This is an optimization exercise on Yosys and OpenROAD, whose aim is small area, a short achievable clock period and few clock cycles, not a production implementation.
In this exercise RTL edits were held to simulation tests only and were not proved equivalent to the original.
No activity file was given, so power comes from the tool's default toggle rates.

==> flow/design.v (excerpt) <==
module imd_top #(
	parameter int REG_WIDTH = imd_pkg::IMD_REG_WIDTH_DEF
) (
	input  logic			clk,
	input  logic			nrst,
	input  logic [3:0]		i_imuldiv_op,		 
	input  logic [REG_WIDTH-1:0]	i_rs_val,
	input  logic [REG_WIDTH-1:0]	i_rt_val,
	input  logic			i_mem_stall,
	input  logic			i_fetch_stall,
	input  logic			i_nullify_execute,
	input  logic			i_nullify_mem,
	input  logic			i_nullify_wb,
	output logic			o_exec_stall,		 
	output logic [REG_WIDTH-1:0]	o_rd_val,
	output logic			o_rd_valid
);
	localparam int W = REG_WIDTH;
	localparam int CW = $clog2(W);
	localparam int K = 4;			 
	localparam int NSTEP = W / K;
	logic		st_prep;	 
	logic		st_mul;		 
	logic		st_mfin;	 
	logic		st_size;	 
	logic		st_norm;	 
	logic		st_div;		 
	logic		st_neg;		 
	logic [W-1:0]	hi, lo;		 
	logic [W-1:0]	d;		 
	logic [W-1:0]	m;		 
	logic [CW-1:0]	cnt;		 
	logic [CW:0]	za, zb;		 
	logic		cy;		 
	logic		md;		 
	logic		short_m;	 
	logic		nl, nd;		 
	logic		neg_l, neg_h;	 
	logic		zl;		 
	logic		hz, lz;		 
	logic		mthi_m, mtlo_m, mthi_w, mtlo_w;
	logic		rd_hi;		 
	logic [W-1:0]	hi_seq, lo_seq;	 
	logic		op_mf, op_mfhi, op_mthi, op_mtlo, op_mul, op_div, op_signed;
	logic		busy, last, fin, stallable;
	logic		free;		 
	logic		adv, ld_arith, ld_mt, wr_mt;
	assign op_mfhi = (i_imuldiv_op == imd_pkg::IMD_MFHI);
	assign op_mf = op_mfhi || (i_imuldiv_op == imd_pkg::IMD_MFLO);
	assign op_mthi = (i_imuldiv_op == imd_pkg::IMD_MTHI);
	assign op_mtlo = (i_imuldiv_op == imd_pkg::IMD_MTLO);
	assign op_mul = (i_imuldiv_op == imd_pkg::IMD_MULT) || (i_imuldiv_op == imd_pkg::IMD_MULTU);
	assign op_div = (i_imuldiv_op == imd_pkg::IMD_DIV) || (i_imuldiv_op == imd_pkg::IMD_DIVU);
	assign op_signed = (i_imuldiv_op == imd_pkg::IMD_MULT) || (i_imuldiv_op == imd_pkg::IMD_DIV);
	assign busy = st_prep || st_mul || st_mfin || st_size || st_norm || st_div || st_neg;
	assign last = (cnt == '0);
	assign fin = (st_mfin && !neg_l) || (st_div && last && !neg_l && !neg_h) || st_neg;
	assign stallable = busy && !fin;
	assign free = !i_mem_stall && !i_fetch_stall;
	assign o_exec_stall = free && op_mf && stallable;
	assign adv = free && !(op_mf && stallable);
	assign ld_arith = free && !i_nullify_execute && (op_mul || op_div);
	assign ld_mt = free && !i_nullify_execute && (op_mthi || op_mtlo);
	assign wr_mt = adv && !i_nullify_wb;
  ...
For scale: ~110 I/O pins, roughly 21,000 um^2 of cells after synthesis.
export LEC_CHECK = 0
export CAP_MARGIN = 20
export CORE_MARGIN = 2
export CORE_UTILIZATION = 40
export SETUP_SLACK_MARGIN = 2.5
export SLEW_MARGIN = 20
export TNS_END_PERCENT = 10
create_clock -name core_clock -period 6.5 [get_ports {clk}]
standard.sh (not shown) runs the stock make flow with config.mk's settings and CLKGATE_MAP_FILE= SYNTH_SCRIPT=/design/flow/synth_recipe.tcl, a recipe that flattens the netlist after the stock synthesis.
==> flow/flow/run.sh <==
#!/bin/bash
# Standard layout with two placement/repair knobs changed:
#  - port buffers are plain sky130 buffers (buf_1) instead of the delay cell
#    buffer_ports picks by default; every port still gets its own buffer;
#  - the resizer may change a cell's footprint when it repairs timing.
set -euo pipefail
bash standard.sh MATCH_CELL_FOOTPRINT=0 "BUFFER_PORTS_ARGS=-buffer_cell sky130_fd_sc_hd__buf_1" finish > standard_make.log 2>&1
Testbench counts at the start, summed over its fixed seeds: cycles 31,558.
Change:
--- a/flow/config.mk
+++ b/flow/config.mk
@@ -6,4 +6,5 @@
 export NUM_CORES = 4
 export LEC_CHECK = 0
+export ABC_AREA = 1
 export CAP_MARGIN = 20
 export CORE_MARGIN = 2
@@ -11,3 +12,2 @@
 export SETUP_SLACK_MARGIN = 2.5
 export SLEW_MARGIN = 20
-export TNS_END_PERCENT = 10
What happened: Worst hold slack loses 47 ps; count of clock-buffer cells in the layout does not change; utilization came out lower by 1.8 points; worst setup slack is better by 110 ps; cell count increases by 37%; power goes up by 8.0%; global-route usage rose by 0.88 points.


Starting RTL as in the previous note.
## imd_top
module imd_top #(
	parameter int REG_WIDTH = imd_pkg::IMD_REG_WIDTH_DEF
) (
	input  logic			clk,
	input  logic			nrst,
	input  logic [3:0]		i_imuldiv_op,		 
	input  logic [REG_WIDTH-1:0]	i_rs_val,
	input  logic [REG_WIDTH-1:0]	i_rt_val,
	input  logic			i_mem_stall,
	input  logic			i_fetch_stall,
	input  logic			i_nullify_execute,
	input  logic			i_nullify_mem,
	input  logic			i_nullify_wb,
	output logic			o_exec_stall,		 
	output logic [REG_WIDTH-1:0]	o_rd_val,
	output logic			o_rd_valid
);
	localparam int W = REG_WIDTH;
	localparam int CW = $clog2(W);
	localparam int K = 4;			 
	localparam int NSTEP = W / K;
	logic		st_prep;	 
	logic		st_mul;		 
	logic		st_mfin;	 
	logic		st_size;	 
	logic		st_norm;	 
	logic		st_div;		 
	logic		st_neg;		 
	logic [W-1:0]	hi, lo;		 
	logic [W-1:0]	d;		 
	logic [W-1:0]	m;		 
	logic [CW-1:0]	cnt;		 
	logic [CW:0]	za, zb;		 
	logic		cy;		 
	logic		md;		 
	logic		short_m;	 
	logic		nl, nd;		 
	logic		neg_l, neg_h;	 
	logic		zl;		 
	logic		hz, lz;		 
	logic		mthi_m, mtlo_m, mthi_w, mtlo_w;
	logic		rd_hi;		 
	logic [W-1:0]	hi_seq, lo_seq;	 
	logic		op_mf, op_mfhi, op_mthi, op_mtlo, op_mul, op_div, op_signed;
	logic		busy, last, fin, stallable;
	logic		free;		 
  ...
export LEC_CHECK = 0
export CAP_MARGIN = 20
export CORE_MARGIN = 2
export CORE_UTILIZATION = 40
export PLACE_DENSITY = 0.45
export SETUP_SLACK_MARGIN = 2.5
export SLEW_MARGIN = 20
create_clock -name core_clock -period 6.5 [get_ports {clk}]
Scripts as last shown in full above: flow/flow/run.sh
Testbench counts at the start, summed over its fixed seeds: cycles 31,558.
Next try:
==> flow/run.sh (new file) <==
#!/bin/bash
# synth_recipe.tcl (not shown) runs the flow's synth.tcl, then flattens the netlist and writes it again
# the make line also repeats each setting of config.mk as NAME=value (left out here)
make -C /OpenROAD-flow-scripts/flow DESIGN_CONFIG=/design/flow/config.mk WORK_HOME=/design/flow/orfs CLKGATE_MAP_FILE= SYNTH_SCRIPT=/design/flow/synth_recipe.tcl finish
Settings changed: PLACE_DENSITY 0.45 to not set.
removed: flow/flow/run.sh
removed: flow/standard.sh
What happened: The new run produced a clean layout. Die area stays the same. Total power grows by 0.57%. Via count grows by 0.52%. Core utilization grows by 1.4 points. Critical path depth grows by 1. Final area grows by 3.1%. Routed wire length shrinks by 4.8%.
Next try:
==> flow/flow/run.sh (new file) <==
#!/bin/bash
# Standard layout with two placement/repair knobs changed:
#  - port buffers are plain sky130 buffers (buf_1) instead of the delay cell
#    buffer_ports picks by default; every port still gets its own buffer;
#  - the resizer may change a cell's footprint when it repairs timing.
set -euo pipefail
bash standard.sh MATCH_CELL_FOOTPRINT=0 "BUFFER_PORTS_ARGS=-buffer_cell sky130_fd_sc_hd__buf_1" finish > standard_make.log 2>&1
==> flow/standard.sh (new file) <==
#!/bin/bash
# synth_recipe.tcl (not shown) runs the flow's synth.tcl, then flattens the netlist and writes it again
# the make line also repeats each setting of config.mk as NAME=value (left out here)
make -C /OpenROAD-flow-scripts/flow DESIGN_CONFIG=/design/flow/config.mk WORK_HOME=/design/flow/orfs CLKGATE_MAP_FILE= SYNTH_SCRIPT=/design/flow/synth_recipe.tcl "${@:-finish}"
Settings changed: SETUP_SLACK_MARGIN 2.5 to 3.0.
removed: flow/run.sh
Result: The changed run finished clean; global-route usage decreases by 0.15 points; power is higher by 5.9%; area after synthesis is unchanged; cell area increases by 3.8%; count of clock-buffer cells in the layout fell by 1; routed wire length rose by 0.65%; die area is unchanged; worst setup slack improved by 0.19 ns.

==> separate check: timing with driven ports <==
The results above use ideal ports. As a check the final layouts listed here were re-extracted and re-timed, cells and wires unchanged.
Step 1 assumes that a clkbuf_16 drives the clock port and a buf_2 every other input.
Step 2, shift: input delay + t, output delay - t, t = (earliest + latest rising clock arrival at the registers) / 2. This alone moves slack from input paths to output paths.
a / b / c = ideal ports / drivers / drivers and shift; a / b = the first two.
| run | shift t [ns] | setup WS [ns] | latest minus earliest clock arrival (ns) | slew at the worst register clock pin (ns) |
|---|---|---|---|---|
| the first run of note 1 | 0.581 | 2.421 / 2.421 / 1.963 | 0.021 / 0.021 | 0.09 / 0.09 |
| the second run of note 1 | 0.516 | 2.534 / 2.534 / 2.074 | 0.012 / 0.011 | 0.08 / 0.08 |
| the first run of note 2 | 0.568 | 2.456 / 2.452 / 1.927 | 0.017 / 0.016 | 0.09 / 0.09 |
| the second run of note 2 | 0.572 | 2.438 / 2.438 / 1.917 | 0.018 / 0.018 | 0.09 / 0.09 |
| the third run of note 2 | 0.546 | 2.627 / 2.627 / 2.327 | 0.014 / 0.014 | 0.09 / 0.09 |
After both steps every run listed still meets setup and hold. The setup slack of the first run of note 2, which loses most, moves by -0.004 ns with the drivers and by -0.529 ns with both steps.
